Context: an optimization exercise on an open-source flow, tuned for small area, a short achievable clock period and few clock cycles per item. The choices shown serve that exercise and are no tape-out recipe.
In this exercise RTL edits were held to simulation tests only and were not proved equivalent to the original.
Power and IR drop assume default switching activity.

`design/flow/design.v`:
```
package tsph_pkg;
  localparam int unsigned PACKET_BYTES = 188;
  localparam int unsigned REC_DEPTH    = 4;
  localparam logic [7:0] SYNC_CODE = 8'h47;
  localparam logic [3:0] KIND_HEADER  = 4'd0;
  localparam logic [3:0] KIND_PCR     = 4'd1;
  localparam logic [3:0] KIND_OPCR    = 4'd2;
  localparam logic [3:0] KIND_SPLICE  = 4'd3;
  localparam logic [3:0] KIND_PRIVLEN = 4'd4;
  localparam logic [3:0] KIND_LTW     = 4'd5;
  localparam logic [3:0] KIND_RATE    = 4'd6;
  localparam logic [3:0] KIND_SEAM    = 4'd7;
  localparam logic [3:0] KIND_PAYLOAD = 4'd8;
  localparam logic [1:0] ST_OK       = 2'd0;
  localparam logic [1:0] ST_BAD_SYNC = 2'd1;
  localparam logic [1:0] ST_TRUNC    = 2'd2;
  typedef enum logic [3:0] {
    PH_IDLE     = 4'd0,
    PH_HDR      = 4'd1,
    PH_ALEN     = 4'd2,
    PH_AFLAGS   = 4'd3,
    PH_PCR      = 4'd4,
    PH_OPCR     = 4'd5,
    PH_SPLICE   = 4'd6,
    PH_PRIVLEN  = 4'd7,
    PH_PRIVSKIP = 4'd8,
    PH_EXT      = 4'd9,
    PH_LTW      = 4'd10,
    PH_RATE     = 4'd11,
    PH_SEAM     = 4'd12,
    PH_STUFF    = 4'd13,
    PH_PAYLOAD  = 4'd15
  } phase_t;
  typedef struct packed {
    logic [7:0] data_byte;
    logic       packet_first;
  } in_item_t;
  typedef struct packed {
    logic [3:0]  record_kind;
    logic [12:0] packet_id;
    logic        error_flag;
    logic        unit_start;
    logic        priority_flag;
    logic [1:0]  scrambling;
    logic [1:0]  field_control;
    logic [3:0]  continuity;
    logic [32:0] value_main;
    logic [8:0]  value_aux;
    logic [1:0]  status;
    logic        last_of_packet;
  } out_rec_t;
  typedef struct packed {
    logic [1:0] count;
    out_rec_t   rec0;
    out_rec_t   rec1;
  } push_t;
endpackage
module tsph_fifo (
  input  logic     clk,
  input  logic     rst,
  input  logic [1:0]  push_count,
  input  logic [72:0] push_rec0,
  input  logic [72:0] push_rec1,
  input  logic     stall,
  output logic     valid,
  output logic [72:0] data,
  output logic     room
);
  localparam int unsigned PTR_W = $clog2(tsph_pkg::REC_DEPTH);
  localparam int unsigned CNT_W = $clog2(tsph_pkg::REC_DEPTH + 1);
  logic [72:0]      mem [0:tsph_pkg::REC_DEPTH-1];
  logic [PTR_W-1:0] wr_ptr, rd_ptr;
  logic [CNT_W-1:0] cnt, cnt_next;
  logic             pop;
  assign valid    = (cnt != '0);
  assign data     = mem[rd_ptr];
  assign pop      = valid && !stall;
  assign room     = (cnt - CNT_W'(pop)) <= CNT_W'(tsph_pkg::REC_DEPTH - 2);
  assign cnt_next = cnt + CNT_W'(push_count) - CNT_W'(pop);
  always_ff @(posedge clk) begin
    if (rst) begin
      wr_ptr <= '0;
      rd_ptr <= '0;
      cnt    <= '0;
    end else begin
      wr_ptr <= wr_ptr + PTR_W'(push_count);
      rd_ptr <= rd_ptr + PTR_W'(pop);
      cnt    <= cnt_next;
    end
  end
  always_ff @(posedge clk) begin
    if (push_count != 2'd0) begin
      mem[wr_ptr] <= push_rec0;
    end
    if (push_count == 2'd2) begin
      mem[wr_ptr + PTR_W'(1)] <= push_rec1;
    end
  end
endmodule
module tsph_parse (
  input  logic     clk,
  input  logic     rst,
  input  logic     step,
  input  logic [8:0]  item,        
  output logic [1:0]  push_count,  
  output logic [72:0] push_rec0,
  output logic [72:0] push_rec1
);
  typedef enum logic [1:0] {ACT_NONE, ACT_TRUNC, ACT_PAY, ACT_ADV} act_t;
  localparam logic [8:0] PKT_LEN  = 9'(tsph_pkg::PACKET_BYTES);
  localparam logic [7:0] ALEN_MAX = 8'(tsph_pkg::PACKET_BYTES - 5);
  tsph_pkg::phase_t      phase, phase_next;
  logic [7:0]  bpos, bpos_next;
  logic [47:0] shift, shift_next;
  logic [7:0]  fbl, fbl_next;
  logic [7:0]  abl, abl_next;
  logic [4:0]  aflags, aflags_next;
  logic [2:0]  eflags, eflags_next;
  logic [23:0] hl, hl_next;
  logic [7:0]  pos;
  logic [8:0]  pos_inc;
  logic [7:0]  b;
  act_t        act;
  logic [8:0]  pay_off;
  logic [8:0]  pay_len;
  tsph_pkg::phase_t      nph;
  logic [7:0]  need;
  logic        adv_go;
  logic [1:0]  p_count;
  logic [72:0] p_rec0, p_rec1, r_tmp;
  function automatic logic [72:0] mk_rec(logic [3:0] kind, logic [23:0] h, logic [32:0] vm,
                                         logic [8:0] va, logic [1:0] st, logic last);
    mk_rec = {kind, h[20:8], h[23], h[22], h[21], h[7:6], h[5:4], h[3:0], vm, va, st, last};
  endfunction
  function automatic logic [7:0] dec_sat(logic [7:0] x);
    dec_sat = (x != 8'd0) ? x - 8'd1 : x;
  endfunction
  always_comb begin
    pos         = item[0] ? 8'd0 : bpos;
    pos_inc     = {1'b0, pos} + 9'd1;
    b           = item[8:1];
    phase_next  = phase;
    shift_next  = shift;
    fbl_next    = fbl;
    abl_next    = abl;
    aflags_next = aflags;
    eflags_next = eflags;
    hl_next     = hl;
    act         = ACT_NONE;
    pay_off     = pos_inc;
    pay_len     = 9'd0;
    nph         = tsph_pkg::PH_IDLE;
    need        = 8'd0;
    adv_go      = 1'b0;
    p_count     = 2'd0;
    p_rec0      = 73'd0;
    p_rec1      = 73'd0;
    r_tmp       = 73'd0;
    if (pos == 8'd0) begin
      if (phase != tsph_pkg::PH_IDLE && phase != tsph_pkg::PH_PAYLOAD) begin
        begin
          r_tmp = mk_rec(tsph_pkg::KIND_PAYLOAD, hl, 33'd0, 9'd0, tsph_pkg::ST_TRUNC, 1'b1);
          if (p_count == 2'd0) p_rec0 = r_tmp; else p_rec1 = r_tmp;
          p_count = p_count + 2'd1;
        end
      end
      hl_next     = 24'd0;
      shift_next  = 48'd0;
      fbl_next    = 8'd0;
      abl_next    = 8'd0;
      aflags_next = 5'd0;
      eflags_next = 3'd0;
      if (b != tsph_pkg::SYNC_CODE) begin
        phase_next = tsph_pkg::PH_IDLE;
        begin
          r_tmp = mk_rec(tsph_pkg::KIND_HEADER, 24'd0, 33'd0, 9'd0, tsph_pkg::ST_BAD_SYNC, 1'b1);
          if (p_count == 2'd0) p_rec0 = r_tmp; else p_rec1 = r_tmp;
          p_count = p_count + 2'd1;
        end
      end else begin
        phase_next = tsph_pkg::PH_HDR;
      end
    end else begin
      case (phase)
        tsph_pkg::PH_HDR: begin
          hl_next = {hl[15:0], b};
          if (pos >= 8'd3) begin
            begin
              r_tmp = mk_rec(tsph_pkg::KIND_HEADER, hl_next, 33'd0, 9'd0, tsph_pkg::ST_OK, 1'b0);
              if (p_count == 2'd0) p_rec0 = r_tmp; else p_rec1 = r_tmp;
              p_count = p_count + 2'd1;
            end
            if (hl_next[5]) begin
              phase_next = tsph_pkg::PH_ALEN;
            end else begin
              act     = ACT_PAY;
              pay_off = 9'd4;
            end
          end
        end
        tsph_pkg::PH_ALEN: begin
          if (b > ALEN_MAX) begin
            act = ACT_TRUNC;
          end else begin
            abl_next = b;
            if (b == 8'd0) begin
              act = ACT_PAY;
            end else begin
              phase_next = tsph_pkg::PH_AFLAGS;
            end
          end
        end
        tsph_pkg::PH_AFLAGS: begin
          abl_next    = dec_sat(abl);
          aflags_next = b[4:0];
          act         = ACT_ADV;
        end
        tsph_pkg::PH_PRIVSKIP: begin
          abl_next = dec_sat(abl);
          fbl_next = dec_sat(fbl);
          if (fbl_next == 8'd0) begin
            act = ACT_ADV;
          end
        end
        tsph_pkg::PH_STUFF: begin
          abl_next = dec_sat(abl);
          if (abl_next == 8'd0) begin
            act = ACT_PAY;
          end
        end
        tsph_pkg::PH_PCR, tsph_pkg::PH_OPCR, tsph_pkg::PH_SPLICE, tsph_pkg::PH_PRIVLEN, tsph_pkg::PH_EXT, tsph_pkg::PH_LTW, tsph_pkg::PH_RATE, tsph_pkg::PH_SEAM: begin
          shift_next = {shift[39:0], b};
          abl_next   = dec_sat(abl);
          fbl_next   = dec_sat(fbl);
          if (fbl_next == 8'd0) begin
            act = ACT_ADV;
            case (phase)
              tsph_pkg::PH_PCR: begin
                r_tmp = mk_rec(tsph_pkg::KIND_PCR, hl_next, shift_next[47:15],
                               shift_next[8:0], tsph_pkg::ST_OK, 1'b0);
                if (p_count == 2'd0) p_rec0 = r_tmp; else p_rec1 = r_tmp;
                p_count = p_count + 2'd1;
              end
              tsph_pkg::PH_OPCR: begin
                r_tmp = mk_rec(tsph_pkg::KIND_OPCR, hl_next, shift_next[47:15],
                               shift_next[8:0], tsph_pkg::ST_OK, 1'b0);
                if (p_count == 2'd0) p_rec0 = r_tmp; else p_rec1 = r_tmp;
                p_count = p_count + 2'd1;
              end
              tsph_pkg::PH_SPLICE: begin
                r_tmp = mk_rec(tsph_pkg::KIND_SPLICE, hl_next,
                               {25'd0, shift_next[7:0]}, 9'd0, tsph_pkg::ST_OK, 1'b0);
                if (p_count == 2'd0) p_rec0 = r_tmp; else p_rec1 = r_tmp;
                p_count = p_count + 2'd1;
              end
              tsph_pkg::PH_PRIVLEN: begin
                begin
                  r_tmp = mk_rec(tsph_pkg::KIND_PRIVLEN, hl_next, {25'd0, shift_next[7:0]},
                                 9'd0, tsph_pkg::ST_OK, 1'b0);
                  if (p_count == 2'd0) p_rec0 = r_tmp; else p_rec1 = r_tmp;
                  p_count = p_count + 2'd1;
                end
                if (shift_next[7:0] != 8'd0) begin
                  if (shift_next[7:0] > abl_next) begin
                    act = ACT_TRUNC;
                  end else begin
                    phase_next = tsph_pkg::PH_PRIVSKIP;
                    fbl_next   = shift_next[7:0];
                    act        = ACT_NONE;
                  end
                end
              end
              tsph_pkg::PH_EXT: eflags_next = shift_next[7:5];
              tsph_pkg::PH_LTW: begin
                r_tmp = mk_rec(tsph_pkg::KIND_LTW, hl_next, {18'd0, shift_next[14:0]},
                               {8'd0, shift_next[15]}, tsph_pkg::ST_OK, 1'b0);
                if (p_count == 2'd0) p_rec0 = r_tmp; else p_rec1 = r_tmp;
                p_count = p_count + 2'd1;
              end
              tsph_pkg::PH_RATE: begin
                r_tmp = mk_rec(tsph_pkg::KIND_RATE, hl_next, {11'd0, shift_next[21:0]},
                               9'd0, tsph_pkg::ST_OK, 1'b0);
                if (p_count == 2'd0) p_rec0 = r_tmp; else p_rec1 = r_tmp;
                p_count = p_count + 2'd1;
              end
              default: begin
                r_tmp = mk_rec(tsph_pkg::KIND_SEAM, hl_next,
                               {shift_next[35:33], shift_next[31:17],
                               shift_next[15:1]},
                               {5'd0, shift_next[39:36]}, tsph_pkg::ST_OK, 1'b0);
                if (p_count == 2'd0) p_rec0 = r_tmp; else p_rec1 = r_tmp;
                p_count = p_count + 2'd1;
              end
            endcase
          end
        end
        default: ;
      endcase
    end
    if (act == ACT_ADV) begin
      adv_go = 1'b1;
      if (aflags_next[4]) begin
        aflags_next[4] = 1'b0; nph = tsph_pkg::PH_PCR; need = 8'd6;
      end else if (aflags_next[3]) begin
        aflags_next[3] = 1'b0; nph = tsph_pkg::PH_OPCR; need = 8'd6;
      end else if (aflags_next[2]) begin
        aflags_next[2] = 1'b0; nph = tsph_pkg::PH_SPLICE; need = 8'd1;
      end else if (aflags_next[1]) begin
        aflags_next[1] = 1'b0; nph = tsph_pkg::PH_PRIVLEN; need = 8'd1;
      end else if (aflags_next[0]) begin
        aflags_next[0] = 1'b0; nph = tsph_pkg::PH_EXT; need = 8'd2;
      end else if (eflags_next[2]) begin
        eflags_next[2] = 1'b0; nph = tsph_pkg::PH_LTW; need = 8'd2;
      end else if (eflags_next[1]) begin
        eflags_next[1] = 1'b0; nph = tsph_pkg::PH_RATE; need = 8'd3;
      end else if (eflags_next[0]) begin
        eflags_next[0] = 1'b0; nph = tsph_pkg::PH_SEAM; need = 8'd5;
      end else begin
        adv_go = 1'b0;
      end
      if (adv_go) begin
        if (need > abl_next) begin
          act = ACT_TRUNC;
        end else begin
          phase_next = nph;
          fbl_next   = need;
          shift_next = 48'd0;
          act        = ACT_NONE;
        end
      end else if (abl_next == 8'd0) begin
        act = ACT_PAY;
      end else begin
        phase_next = tsph_pkg::PH_STUFF;
        act        = ACT_NONE;
      end
    end
    if (act == ACT_TRUNC) begin
      phase_next = tsph_pkg::PH_IDLE;
      begin
        r_tmp = mk_rec(tsph_pkg::KIND_PAYLOAD, hl_next, 33'd0, 9'd0, tsph_pkg::ST_TRUNC, 1'b1);
        if (p_count == 2'd0) p_rec0 = r_tmp; else p_rec1 = r_tmp;
        p_count = p_count + 2'd1;
      end
    end else if (act == ACT_PAY) begin
      if (hl_next[4] && pay_off <= PKT_LEN) begin
        pay_len = PKT_LEN - pay_off;
      end
      phase_next = tsph_pkg::PH_PAYLOAD;
      begin
        r_tmp = mk_rec(tsph_pkg::KIND_PAYLOAD, hl_next, {24'd0, pay_off}, pay_len, tsph_pkg::ST_OK, 1'b1);
        if (p_count == 2'd0) p_rec0 = r_tmp; else p_rec1 = r_tmp;
        p_count = p_count + 2'd1;
      end
    end
    bpos_next = (pos_inc >= PKT_LEN) ? 8'd0 : pos_inc[7:0];
    push_count = step ? p_count : 2'd0;
    push_rec0  = p_rec0;
    push_rec1  = p_rec1;
  end
  always_ff @(posedge clk) begin
    if (rst) begin
      phase <= tsph_pkg::PH_IDLE;
      bpos  <= 8'd0;
    end else if (step) begin
      phase <= phase_next;
      bpos  <= bpos_next;
    end
  end
  always_ff @(posedge clk) begin
    if (step) begin
      shift  <= shift_next;
      fbl    <= fbl_next;
      abl    <= abl_next;
      aflags <= aflags_next;
      eflags <= eflags_next;
      hl     <= hl_next;
    end
  end
endmodule
module ts_packet_header_parser (
  input  logic     clk,
  input  logic     rst,
  input  logic     byte_valid,
  output logic     byte_stall,
  input  logic [8:0]  byte_data,   
  output logic     rec_valid,
  input  logic     rec_stall,
  output logic [72:0] rec_data     
);
  logic     in_vld;
  logic [8:0] in_q;
  logic     room;
  logic     step;
  logic [1:0]  push_count;
  logic [72:0] push_rec0, push_rec1;
  assign step       = in_vld && room;
  assign byte_stall = in_vld && !room;
  always_ff @(posedge clk) begin
    if (rst) begin
      in_vld <= 1'b0;
    end else if (byte_valid && !byte_stall) begin
      in_vld <= 1'b1;
    end else if (step) begin
      in_vld <= 1'b0;
    end
  end
  always_ff @(posedge clk) begin
    if (byte_valid && !byte_stall) begin
      in_q <= byte_data;
    end
  end
  tsph_parse u_parse (
    .clk  (clk),
    .rst  (rst),
    .step (step),
    .item (in_q),
    .push_count (push_count),
    .push_rec0  (push_rec0),
    .push_rec1  (push_rec1)
  );
  tsph_fifo u_fifo (
    .clk   (clk),
    .rst   (rst),
    .push_count (push_count),
    .push_rec0  (push_rec0),
    .push_rec1  (push_rec1),
    .stall (rec_stall),
    .valid (rec_valid),
    .data  (rec_data),
    .room  (room)
  );
endmodule
```
`design/flow/run.sh`:
```
#!/bin/bash
# synth_recipe.tcl (not shown) runs the flow's synth.tcl, then flattens the netlist and writes it again
# the make line also repeats each setting of config.mk as NAME=value (left out here)
make -C /OpenROAD-flow-scripts/flow DESIGN_CONFIG=/design/flow/config.mk WORK_HOME=/design/flow/orfs CLKGATE_MAP_FILE= SYNTH_SCRIPT=/design/flow/synth_recipe.tcl finish
```
`design/flow/config.mk`:
```
export PLATFORM = sky130hd
export DESIGN_NAME = ts_packet_header_parser
export DESIGN_NICKNAME = ts_packet_header_parser
export VERILOG_FILES = /design/flow/design.v
export SDC_FILE = /design/flow/constraint.sdc
export NUM_CORES = 4
export LEC_CHECK = 0
export CAP_MARGIN = 20
export CORE_MARGIN = 2
export CORE_UTILIZATION = 40
export SLEW_MARGIN = 20
```
`design/flow/constraint.sdc`:
```
create_clock -name core_clock -period 8.0 [get_ports {clk}]
set_input_delay 1.6000 -clock core_clock [delete_from_list [all_inputs] [get_ports {clk}]]
set_output_delay 1.6000 -clock core_clock [all_outputs]
set_load 0.01 [all_outputs]
```
==> impl_metrics.ini <==
[logic_synthesis]
synth_top_area_cell = sky130_fd_sc_hd__edfxtp_1
yosysWarnings = 3
synth_nets = 2111
yosysTopAreaCellShare = 0.3848
synth.lib_cells_used.distinct = 90
syn_area_per_cell_um2 = 10.60
synth-async-reset-ratio = 0
synthCells = 2068
ys_dominant_reg_cell = sky130_fd_sc_hd__edfxtp_1
number_of_enable_flip_flop_cells_after_synthesis = 281
share_of_synthesized_area_occupied_by_flip_flops_and_latches = 0.5016
synth_seq_cells = 409
synth_area_leaders = sky130_fd_sc_hd__edfxtp_1 38%, sky130_fd_sc_hd__dfxtp_1 12%, sky130_fd_sc_hd__mux4_2 7.5%, sky130_fd_sc_hd__nand2_1 6.8%, sky130_fd_sc_hd__mux2i_1 5.2%
synthesis.area_um2 = 21930

[sta]
setup_viol_count_final = 0
setup_total_negative_slack_ns = 0
hold_violations = 0
relSlewSlack = 0.2908
timing.clock.skew_ns = 0.01769
final_min_period_over_clock_period = 0.8757
worstMarginPinSlew_ns = 1.056
setup_repair_after_global_routing_missed_its_margin = no
final_max_slew_viol_count = 0
max_freq_mhz = 142.7
layout_min_cycle_time_ns = 7.006

[critical_path]
worstRegToRegCells = 18
worstSetupEndpointType = flop
critical_path_required_ns = 8.20
crit-reg2reg-capture = u_fifo.mem[0][18]
crit_fanout = 39
critical_path.startpoint_type = flop
critical_path_class = reg2reg
timing.critical_path.arrival_ns = 7.21
worst_flop_to_flop_path_startpoint = u_parse.fbl[0]
timing.reg2reg.setup_slack_ns = 0.99

[power]
pwr_total_mw = 6.398
worst_ir_drop_vdd_mv = 0.1299
static-leakage-power_nw = 8.768
pwr_density_cell_nw_per_um2 = 258.4

[place]
routabilityCongestion = 0.9054
place_area_um2 = 23360
dpl.hpwl_um = 40590
portBuffers = 87

[route]
drt-total-wl_um = 64450
drc_errors = 0
drt_first_iter_violations = 1802
number_of_optimization_iterations_in_the_first_detailed_route_pass = 9
route.vias.total = 17403
routed_vias_inst = 6.211
ant_nets = 0
wl_per_cell_um = 23.00

[worst_hold_path]
hold_start = u_fifo.mem[1][30]
hold-path-endpoint = u_fifo.mem[1][30]
min_delay_path_depth = 2
hold_path_class = reg2reg

[clock_network]
tritoncts = yes
clock_tree.buffer_depth = 3
clkTransAtPathRegs_ns = 0.06
cts.sinks = 409
cts_resized = 0
postCtsSetupRepairBufs = 0
clockRootBuffer = sky130_fd_sc_hd__clkbuf_16
clock_insertion_delay_worst_skew_ns = 0.57
cts_hold_buffers = 0
numCtsBuffers = 43
cts-htree-levels = 2

[final_layout]
syn2layout_area_growth_pct = 12.90
diodes = 0
layout-drive-gt1-share = 0.1097
fin_area_um2 = 24760
final_net_count = 2116

[global_routing]
pin_count_of_the_biggest_net_entering_global_routing = 70
antenna_violations_before_repair = 1
grt_overflow = 0
grt_first_pass_wirelength_um = 101000
gr-usage-all-layers = 0.2264
grt_pass1_vias = 17001

[floorplan]
std_cell_rows = 85
die_outline_area_um2 = 56720
fp.coreArea_um2 = 54030
die_w_um = 238.2
die_y_extent_um = 238.2
number_of_i_o_pins = 88
start_util = 0.4059

[flow_run]
max_cap_viols = 0

[status]
outcome = no timing/DRC/antenna violations
==> cells in the final DEF, fill, tap and decap left out, types with 22 or more instances in the layout <==
master                            count
sky130_fd_sc_hd__o22ai_1            163
sky130_fd_sc_hd__mux2i_1            114
sky130_fd_sc_hd__nand2b_1            25
sky130_fd_sc_hd__a21oi_1             87
sky130_fd_sc_hd__dfxtp_1            126
sky130_fd_sc_hd__buf_4               37
sky130_fd_sc_hd__mux4_2              73
sky130_fd_sc_hd__nand3_1             22
sky130_fd_sc_hd__inv_1               60
sky130_fd_sc_hd__clkbuf_16           44
sky130_fd_sc_hd__o2bb2ai_1           27
sky130_fd_sc_hd__nand2_1            388
sky130_fd_sc_hd__ha_1                29
sky130_fd_sc_hd__clkdlybuf4s50_1     87
sky130_fd_sc_hd__a22oi_1             40
sky130_fd_sc_hd__a22o_1              22
sky130_fd_sc_hd__o21ai_0             61
sky130_fd_sc_hd__nor2_1              81
sky130_fd_sc_hd__nor3_1              23
sky130_fd_sc_hd__edfxtp_1           281
==> Yosys cell counts, types with 9 or more instances <==
cell,instances
sky130_fd_sc_hd__mux2i_1,114
sky130_fd_sc_hd__o2bb2ai_1,27
sky130_fd_sc_hd__nor3_1,24
sky130_fd_sc_hd__a222oi_1,16
sky130_fd_sc_hd__nor2b_1,14
sky130_fd_sc_hd__o22ai_1,163
sky130_fd_sc_hd__a22o_1,22
sky130_fd_sc_hd__inv_1,61
sky130_fd_sc_hd__xor2_1,10
sky130_fd_sc_hd__a221oi_1,10
sky130_fd_sc_hd__a21oi_1,87
sky130_fd_sc_hd__dfxtp_1,128
sky130_fd_sc_hd__a31oi_1,9
sky130_fd_sc_hd__o211ai_1,12
sky130_fd_sc_hd__mux4_2,73
sky130_fd_sc_hd__a22oi_1,40
sky130_fd_sc_hd__and2_1,17
sky130_fd_sc_hd__or3_1,10
sky130_fd_sc_hd__nand2b_1,25
sky130_fd_sc_hd__buf_1,10
sky130_fd_sc_hd__o21ai_0,61
sky130_fd_sc_hd__nand2_1,397
sky130_fd_sc_hd__xnor2_1,13
sky130_fd_sc_hd__clkbuf_1,103
sky130_fd_sc_hd__ha_1,29
sky130_fd_sc_hd__nor2_1,83
sky130_fd_sc_hd__and3_1,9
sky130_fd_sc_hd__o21a_1,9
sky130_fd_sc_hd__nand3_1,22
sky130_fd_sc_hd__edfxtp_1,281
sky130_fd_sc_hd__nand4_1,10
sky130_fd_sc_hd__buf_2,47
==> how the worst max path moves through the flow <==
stage,from,to,slack (ns),cells after the start
2_1_floorplan,rec_stall,u_fifo.mem[3][0],1.26,13
3_3_place_gp,u_parse.fbl[0],u_fifo.mem[0][19],1.33,18
3_5_place_dp,u_parse.fbl[0],u_fifo.mem[0][19],1.12,18
4_1_cts,u_parse.fbl[0],u_fifo.mem[0][18],1.07,18
5_1_grt,u_parse.fbl[0],u_fifo.mem[0][17],0.40,18
6_report,u_parse.fbl[0],u_fifo.mem[0][18],0.99,18
==> flip-flops by register name (all words and copies together), names as in the netlist <==
signal and flops:
in_q 9, in_vld 1, u_fifo.cnt 3, u_fifo.mem 292
u_fifo.rd_ptr 2, u_fifo.wr_ptr 2, u_parse.abl 8, u_parse.aflags 5
u_parse.bpos 8, u_parse.eflags 3, u_parse.fbl 8, u_parse.hl 24
u_parse.phase 4, u_parse.shift 40
==> area by class of cell <==
| cell class | count | area [um^2] |
|---|---|---|
| Clock buffer | 59 | 1240 |
| Clock inverter | 19 | 152.6 |
| Fill cell | 4923 | 29270 |
| Inverter | 61 | 230.2 |
| Multi-Input combinational cell | 1433 | 10100 |
| Sequential cell | 409 | 11010 |
| Tap cell | 696 | 870.8 |
| Timing Repair Buffer | 125 | 1160 |
==> cell families after synthesis <==
group	synth area share
and+or+nand+nor	0.1348
AOI/OAI and AO/OA	0.1657
DFF	0.5016
buffers and inverters	0.04222
muxes	0.1291
adders and majority gates	0.01746
xor gates and xnor gates	0.009185
==> metrics by stage <==
step	hold WS, ns	std cells	utilization	setup slack (ns)
CTS	0.4599	2802	0.4582	1.073
global placement	0.4397	2724	0.4324	1.327
detailed placement	0.4508	2724	0.4324	1.117
floorplan	0.4317	2068	-	1.257
global route	0.4715	2802	0.4583	0.4005
finish	0.4593	2802	0.4583	0.9943
==> worst max-delay path, cell delays in order, from the launching register on <==
cell                       delay [ns]
sky130_fd_sc_hd__edfxtp_1        0.50
sky130_fd_sc_hd__inv_1           0.15
sky130_fd_sc_hd__ha_1            0.26
sky130_fd_sc_hd__nor3b_2         0.38
sky130_fd_sc_hd__nand2_1         0.16
sky130_fd_sc_hd__o22ai_1         0.36
sky130_fd_sc_hd__nand4_1         0.29
sky130_fd_sc_hd__mux2i_1         0.30
sky130_fd_sc_hd__o21ai_0         0.21
sky130_fd_sc_hd__or4_1           0.49
sky130_fd_sc_hd__o21ai_0         0.25
sky130_fd_sc_hd__ha_1            0.29
sky130_fd_sc_hd__a31oi_1         0.23
sky130_fd_sc_hd__o221a_2         0.30
sky130_fd_sc_hd__o211a_1         0.44
sky130_fd_sc_hd__mux2i_4         0.49
sky130_fd_sc_hd__nand2_4         0.40
sky130_fd_sc_hd__nand2_2         0.58
sky130_fd_sc_hd__buf_4           0.51
==> routing by layer <==
metal  vias to the layer above  GRT usage  wire [um]
met5                         -          0          0
met4                         0    0.06780       1690
met3                       127    0.03621       4971
met2                       786     0.3558      29640
met1                      8646     0.3227      28150
li1                       7844          -          -
==> power by group <==
part	total [mW]	switching (mW)	internal, mW
registers	2.77	0.243	2.52
logic	1.63	0.927	0.707
clock network	2.00	0.848	1.15
total	6.40	2.02	4.38
Testbench counts, summed over its fixed seeds: cycles 36,152, bytes 36,128.

## port drivers added, routing unchanged
Ports are ideal in the flow. The routed layout listed here was re-timed in OpenROAD.
Step 1: set_driving_cell puts a clkbuf_16 on clk and a buf_2 on each other input, an assumption about the parent block.
Step 2 times the ports against the registers' clock, not the clock port: input delays grow and output delays shrink by t, the midpoint of the rising clock arrivals with the driver on.
Slacks: no drivers / after step 1 / after step 2; pairs: no drivers / after step 1.
shift t [ns]: 0.619
setup slack, ns: 0.994 / 0.994 / 0.994
worst setup path after step 2: register to register
slew at the worst register clock pin (ns): 0.07 / 0.07
After both steps setup and hold are still met in this run. The setup slack of this run moves by 0.000 ns with the drivers and by 0.000 ns with both steps.
